Context: an optimization exercise on an open-source flow, tuned for small area. The choices shown serve that exercise and are no tape-out recipe.
The RTL was checked by simulation tests, not by an equivalence proof against the original design.
No driver is modelled on the clock port, so clock power and skew are understated where the tree is cut down; a real chip needs a root buffer or a tree.
Power is estimated from default activity; no workload was simulated.

Setup of job 101:
==> flow/design.v <==
`timescale 1ns/1ns
package alu_pkg;
	localparam int word_width = 32;
	localparam int mult_steps = 32;
	localparam int step_cnt_width = $clog2(mult_steps);
	localparam int cla_groups = word_width / 4;
	typedef enum logic [3:0] {
		op_add  = 4'd0,
		op_sub  = 4'd1,
		op_and  = 4'd2,
		op_or   = 4'd3,
		op_not  = 4'd4,
		op_neg  = 4'd5,
		op_shr  = 4'd6,
		op_shra = 4'd7,
		op_shl  = 4'd8,
		op_ror  = 4'd9,
		op_rol  = 4'd10,
		op_mul  = 4'd11
	} alu_op_t;
endpackage
`timescale 1ns/1ns
`timescale 1ns/1ns
`timescale 1ns/1ns
`timescale 1ns/1ns
`timescale 1ns/1ns
import alu_pkg::*;
module alu_unit (
	input  logic                           clk,
	input  logic                           rst,
	input  logic [alu_pkg::word_width-1:0] bus_in,
	input  logic                           y_load,
	input  alu_pkg::alu_op_t               op,
	input  logic                           op_valid,
	output logic [alu_pkg::word_width-1:0] z_hi,
	output logic [alu_pkg::word_width-1:0] z_lo,
	output logic                           done,
	output logic                           busy
);
	logic [31:0] y;
	logic        y_zero;
	logic [31:0] m;
	logic [3:0]  opr;
	logic        run;
	logic [6:0]  cnt;
	logic [34:0] r;
	logic [7:0]  a0;
	logic [7:0]  a1;
	logic [7:0]  a2;
	logic [7:0]  a3;
	logic        c0;
	logic        c1;
	logic        c2;
	logic        rm1;
	logic        accept;
	logic        term;
	logic        tail;
	logic        rclass;
	logic        is_mul;
	logic        ser;
	logic        first;
	logic [3:0]  mk;
	logic [3:0]  bx;
	logic [3:0]  by;
	logic [3:0]  p;
	logic [3:0]  n;
	logic        big;
	logic [6:0]  cnt0;
	logic [31:0] a_in;
	logic [8:0]  s0;
	logic [8:0]  s1;
	logic [8:0]  s2;
	logic [5:0]  s3;
	logic        co0;
	logic        co1;
	logic        co2;
	logic        sa;
	logic        sadd;
	logic        sbit;
	logic        fill;
	assign rclass = (opr == 4'd6) | (opr == 4'd7) | (opr == 4'd9);
	assign tail   = cnt[6] | (rclass & (&cnt[5:0]));
	assign term   = cnt[6] & cnt[1] & (rclass | cnt[0]);
	assign busy   = run & ~term;
	assign done   = run & term;
	assign accept = op_valid & ~busy & ~rst;
	assign z_lo = r[31:0];
	assign z_hi = {a3[4:0], a2, a1, a0, r[34:32]};
	assign big = |bus_in[31:5];
	always_comb begin
		case (op)
			4'd6, 4'd7: cnt0 = big ? 7'd31 : {2'b01, ~bus_in[4:0]};
			4'd8:       cnt0 = big ? 7'd32 : {2'b00, bus_in[4:0]};
			4'd9:       cnt0 = {2'b01, ~bus_in[4:0]};
			4'd10:      cnt0 = {2'b01, bus_in[4:0]};
			default:    cnt0 = 7'd32;
		endcase
	end
	assign is_mul = (opr == 4'd11);
	assign ser    = (opr <= 4'd5);
	assign first  = ser & (cnt[6:2] == 5'b01000);
	assign mk[0]  = is_mul & ~cnt[6];
	assign mk[1]  = is_mul & ~(cnt[6] & (cnt[1] | cnt[0]));
	assign mk[2]  = is_mul & ~(cnt[6] & cnt[1]);
	assign mk[3]  = is_mul;
	assign bx     = {r[0], r[1], r[2], r[3]};
	assign by     = {rm1, r[0], r[1], r[2]};
	always_comb begin
		for (int k = 0; k < 4; k++) begin
			p[k] = (mk[k] & ~bx[k] & by[k]) | (first & (cnt[1:0] == k[1:0]));
			n[k] = mk[k] & bx[k] & ~by[k];
		end
	end
	always_comb begin
		logic c;
		logic [8:0] v;
		logic [8:0] d;
		v = {s1[0], a0};
		d = (m[8:0] & {9{p[0]}}) | (~m[8:0] & {9{n[0]}});
		c = n[0] | sadd;
		for (int i = 0; i < 9; i++) begin
			s0[i] = v[i] ^ d[i] ^ c;
			c = (v[i] & d[i]) | (v[i] & c) | (d[i] & c);
		end
		co0 = c;
	end
	always_comb begin
		logic c;
		logic [8:0] v;
		logic [8:0] d;
		v = {s2[0], a1};
		d = (m[17:9] & {9{p[1]}}) | (~m[17:9] & {9{n[1]}});
		c = c0;
		for (int i = 0; i < 9; i++) begin
			s1[i] = v[i] ^ d[i] ^ c;
			c = (v[i] & d[i]) | (v[i] & c) | (d[i] & c);
		end
		co1 = c;
	end
	always_comb begin
		logic c;
		logic [8:0] v;
		logic [8:0] d;
		v = {s3[0], a2};
		d = (m[26:18] & {9{p[2]}}) | (~m[26:18] & {9{n[2]}});
		c = c1;
		for (int i = 0; i < 9; i++) begin
			s2[i] = v[i] ^ d[i] ^ c;
			c = (v[i] & d[i]) | (v[i] & c) | (d[i] & c);
		end
		co2 = c;
	end
	always_comb begin
		logic c;
		logic [5:0] v;
		logic [5:0] d;
		v = a3[5:0];
		d = ({m[31], m[31:27]} & {6{p[3]}}) | (~{m[31], m[31:27]} & {6{n[3]}});
		c = c2;
		for (int i = 0; i < 6; i++) begin
			s3[i] = v[i] ^ d[i] ^ c;
			c = (v[i] & d[i]) | (v[i] & c) | (d[i] & c);
		end
	end
	assign sa   = r[3] & (opr != 4'd5);
	assign sadd = ~tail & (((opr == 4'd0) & sa) | (((opr == 4'd1) | (opr == 4'd5)) & ~sa));
	always_comb begin
		case (opr)
			4'd2:    sbit = sa & s0[0];
			4'd3:    sbit = sa | s0[0];
			default: sbit = s0[0] ^ ((opr == 4'd1) | (opr == 4'd4) | (opr == 4'd5));
		endcase
	end
	always_comb begin
		case (opr)
			4'd0, 4'd1, 4'd2, 4'd3, 4'd4, 4'd5: fill = sbit & ~tail;
			4'd7:        fill = r[34] & ~tail;
			4'd8, 4'd11: fill = s0[0];
			4'd9, 4'd10: fill = r[3] & ~tail;
			default:     fill = 1'b0;
		endcase
	end
	assign a_in = y_zero ? 32'd0 : y;
	always_ff @(posedge clk) begin
		if (y_load)
			y <= bus_in;
		if (rst)
			y_zero <= 1'b1;
		else if (y_load)
			y_zero <= 1'b0;
	end
	always_ff @(posedge clk) begin
		if (rst)
			run <= 1'b0;
		else if (accept)
			run <= 1'b1;
		else if (term)
			run <= 1'b0;
	end
	always_ff @(posedge clk) begin
		if (accept) begin
			m   <= bus_in;
			opr <= op;
		end
	end
	always_ff @(posedge clk) begin
		if (accept) begin
			r   <= {a_in, 3'b000};
			{a3, a2, a1, a0} <= 32'd0;
			c0  <= 1'b0;
			c1  <= 1'b0;
			c2  <= 1'b0;
			rm1 <= 1'b0;
			cnt <= cnt0;
		end else begin
			r   <= {fill, r[34:1]};
			a0  <= s0[8:1];
			a1  <= s1[8:1];
			a2  <= s2[8:1];
			a3  <= {(opr == 4'd8) & r[3] & ~cnt[5] & ~cnt[6], a3[7], is_mul ? s3[5] : a3[6], s3[5:1]};
			c0  <= co0;
			c1  <= co1;
			c2  <= co2;
			rm1 <= r[0];
			cnt <= cnt + 7'd1;
		end
	end
endmodule
export LEC_CHECK = 0
export CAP_MARGIN = 20
export CORE_MARGIN = 2
export CORE_UTILIZATION = 40
export CTS_BUF_LIST = sky130_fd_sc_hd__clkbuf_8
export CTS_CLUSTER_SIZE = 30
export SLEW_MARGIN = 20
create_clock -name core_clock -period 6.0 [get_ports {clk}]
standard.sh (not shown) runs the stock make flow with config.mk's settings and CLKGATE_MAP_FILE= SYNTH_SCRIPT=/design/flow/synth_recipe.tcl, a recipe that flattens the netlist after the stock synthesis.
==> flow/flow/run.sh <==
#!/bin/bash
# The standard layout (standard.sh), with these changes:
#  - synthesis is standard.sh's own (synth_recipe.tcl and ORFS's synth.tcl,
#    unchanged) except for the ABC script, which maps the logic between the
#    registers (the registers are the standard synthesis's). Each
#    flow/abc_*.script (area-oriented mappings) is tried in a copy of ORFS's
#    scripts folder, and the one giving the smallest synthesized cell area
#    is used; every try's make output, yosys log and statistics are kept in
#    synth_tries/<name>/ and the areas in synth_tries/areas.txt;
#  - the port buffers that ORFS inserts before global placement use the
#    smallest buffer cell (every input and output port still gets one);
#  - the clock tree is built by flow/pre_cts.tcl (a root buffer and ten leaf
#    buffers over k-means groups of flip-flops) instead of TritonCTS.
# The final synthesis and layout make runs log to synth_flow.log and
# standard_flow.log; ORFS keeps each step's log under orfs/logs/.
set -euo pipefail
here=$(pwd)
base="$here/orfs"
rep="$base/reports/$FLOW_PLATFORM/alu_unit/base"
logs="$base/logs/$FLOW_PLATFORM/alu_unit/base"
tries="$here/synth_tries"
rm -rf "$tries"
mkdir -p "$tries"
best=""
bestarea=""
for sc in "$here"/flow/abc_*.script; do
  name=$(basename "$sc" .script)
  mkdir -p "$tries/$name"
  cp -r "$FLOW_HOME/scripts" "$tries/$name/scripts"
  cp "$sc" "$tries/$name/scripts/abc_speed.script"
  bash standard.sh "SCRIPTS_DIR=$tries/$name/scripts" synth > "$tries/$name/make.log" 2>&1
  cp "$rep/synth_stat.txt" "$tries/$name/synth_stat.txt"
  cp "$logs/1_2_yosys.log" "$tries/$name/1_2_yosys.log"
  area=$(awk '/Chip area for module/ {print $NF}' "$tries/$name/synth_stat.txt")
  echo "$name $area" >> "$tries/areas.txt"
  if [[ -z "$best" ]] || awk -v a="$area" -v b="$bestarea" 'BEGIN { exit !(a < b) }'; then
    best=$name
    bestarea=$area
  fi
  bash standard.sh clean_synth >> "$tries/$name/make.log" 2>&1
done
echo "chosen $best $bestarea" >> "$tries/areas.txt"
bash standard.sh "SCRIPTS_DIR=$tries/$best/scripts" synth > synth_flow.log 2>&1
bash standard.sh \
  "BUFFER_PORTS_ARGS=-buffer_cell sky130_fd_sc_hd__buf_1" \
  "PRE_CTS_TCL=$here/flow/pre_cts.tcl" \
  "MANUAL_CTS_LEAVES=10" \
  finish > standard_flow.log 2>&1
Other scripts of this flow, unchanged in this note and not shown: flow/flow/abc_a.script, flow/flow/abc_b.script, flow/flow/abc_c.script, flow/flow/abc_d.script, flow/flow/manual_cts.tcl, flow/flow/pre_cts.tcl
Job 101 completed end to end with timing, DRC and antenna clean.
--- input diff job 101..job 102 ---
==> flow/flow/abc_e.script (new file) <==
&get -n
&st
&syn2
&dch
&nf -a -R 1000
&put
topo
stime -c
==> flow/flow/abc_f.script (new file) <==
&get -n
&st
&syn3
&dch -f
&nf -a -R 1000
&put
topo
stime -c
==> flow/flow/abc_g.script (new file) <==
&get -n
&st
&syn2
&dch
&nf -a
&put
topo
stime -c
==> flow/flow/abc_h.script (new file) <==
&get -n
&st
&syn3
&dch
&nf -a -R 1000
&put
topo
stime -c
--- outcome ---
- Job 102 completed; timing, DRC and antenna clean
- Going from job 101 to job 102, simple-gate area share of the yosys netlist went down, routed wire length now sits lower.
- For job 102, the start point of the critical path was opr[2], unlike job 101, where it was opr[3].
- Compared to job 101, job 102 has sequential share of layout area 0.31 points higher.
- Per the comparison of job 102 with job 101, cell area after technology mapping dropped about 1%, static leakage dropped 0.54%.
- When job 102 is measured against job 101, its area used by multi-input combinational logic turns out 2.8% lower.
- Compared with job 101, x dimension of the die in job 102 decreased slightly.
- The post-layout worst setup margin in job 102 was lower than what job 101 gave.
- Per the comparison of job 102 with job 101, minimum hold slack has increased, final cell count without fillers went down.
In every run of this note, the design's own scripts or RTL, not TritonCTS, make the clock network.

[re-timing with driven ports]
No port has a modelled driver above. Below, the same layouts with a new extraction and two added sets of constraints.
Step 1 (the two cells are an assumption about what drives the block):
set clk [get_ports {clk}]
set_driving_cell -lib_cell sky130_fd_sc_hd__clkbuf_16 $clk
set_driving_cell -lib_cell sky130_fd_sc_hd__buf_2 [delete_from_list [all_inputs] $clk]
Step 2 times the ports against the registers' clock, not the clock port: input delays grow and output delays shrink by t, the midpoint of the rising clock arrivals with the driver on.
Three values: ideal, step 1, step 2; two values: the first two.
run	t (ns)	slack for setup (ns)	hold WS [ns]	worst slew at a driven data input, ns	cell pins on the clock port's net
job 101	0.584	0.639 / 0.639 / 0.639	0.441 / 0.441 / 0.441	0.05	1
job 102	0.569	0.549 / 0.549 / 0.549	0.445 / 0.445 / 0.445	0.03	1
After both steps setup and hold are still met in every run listed.
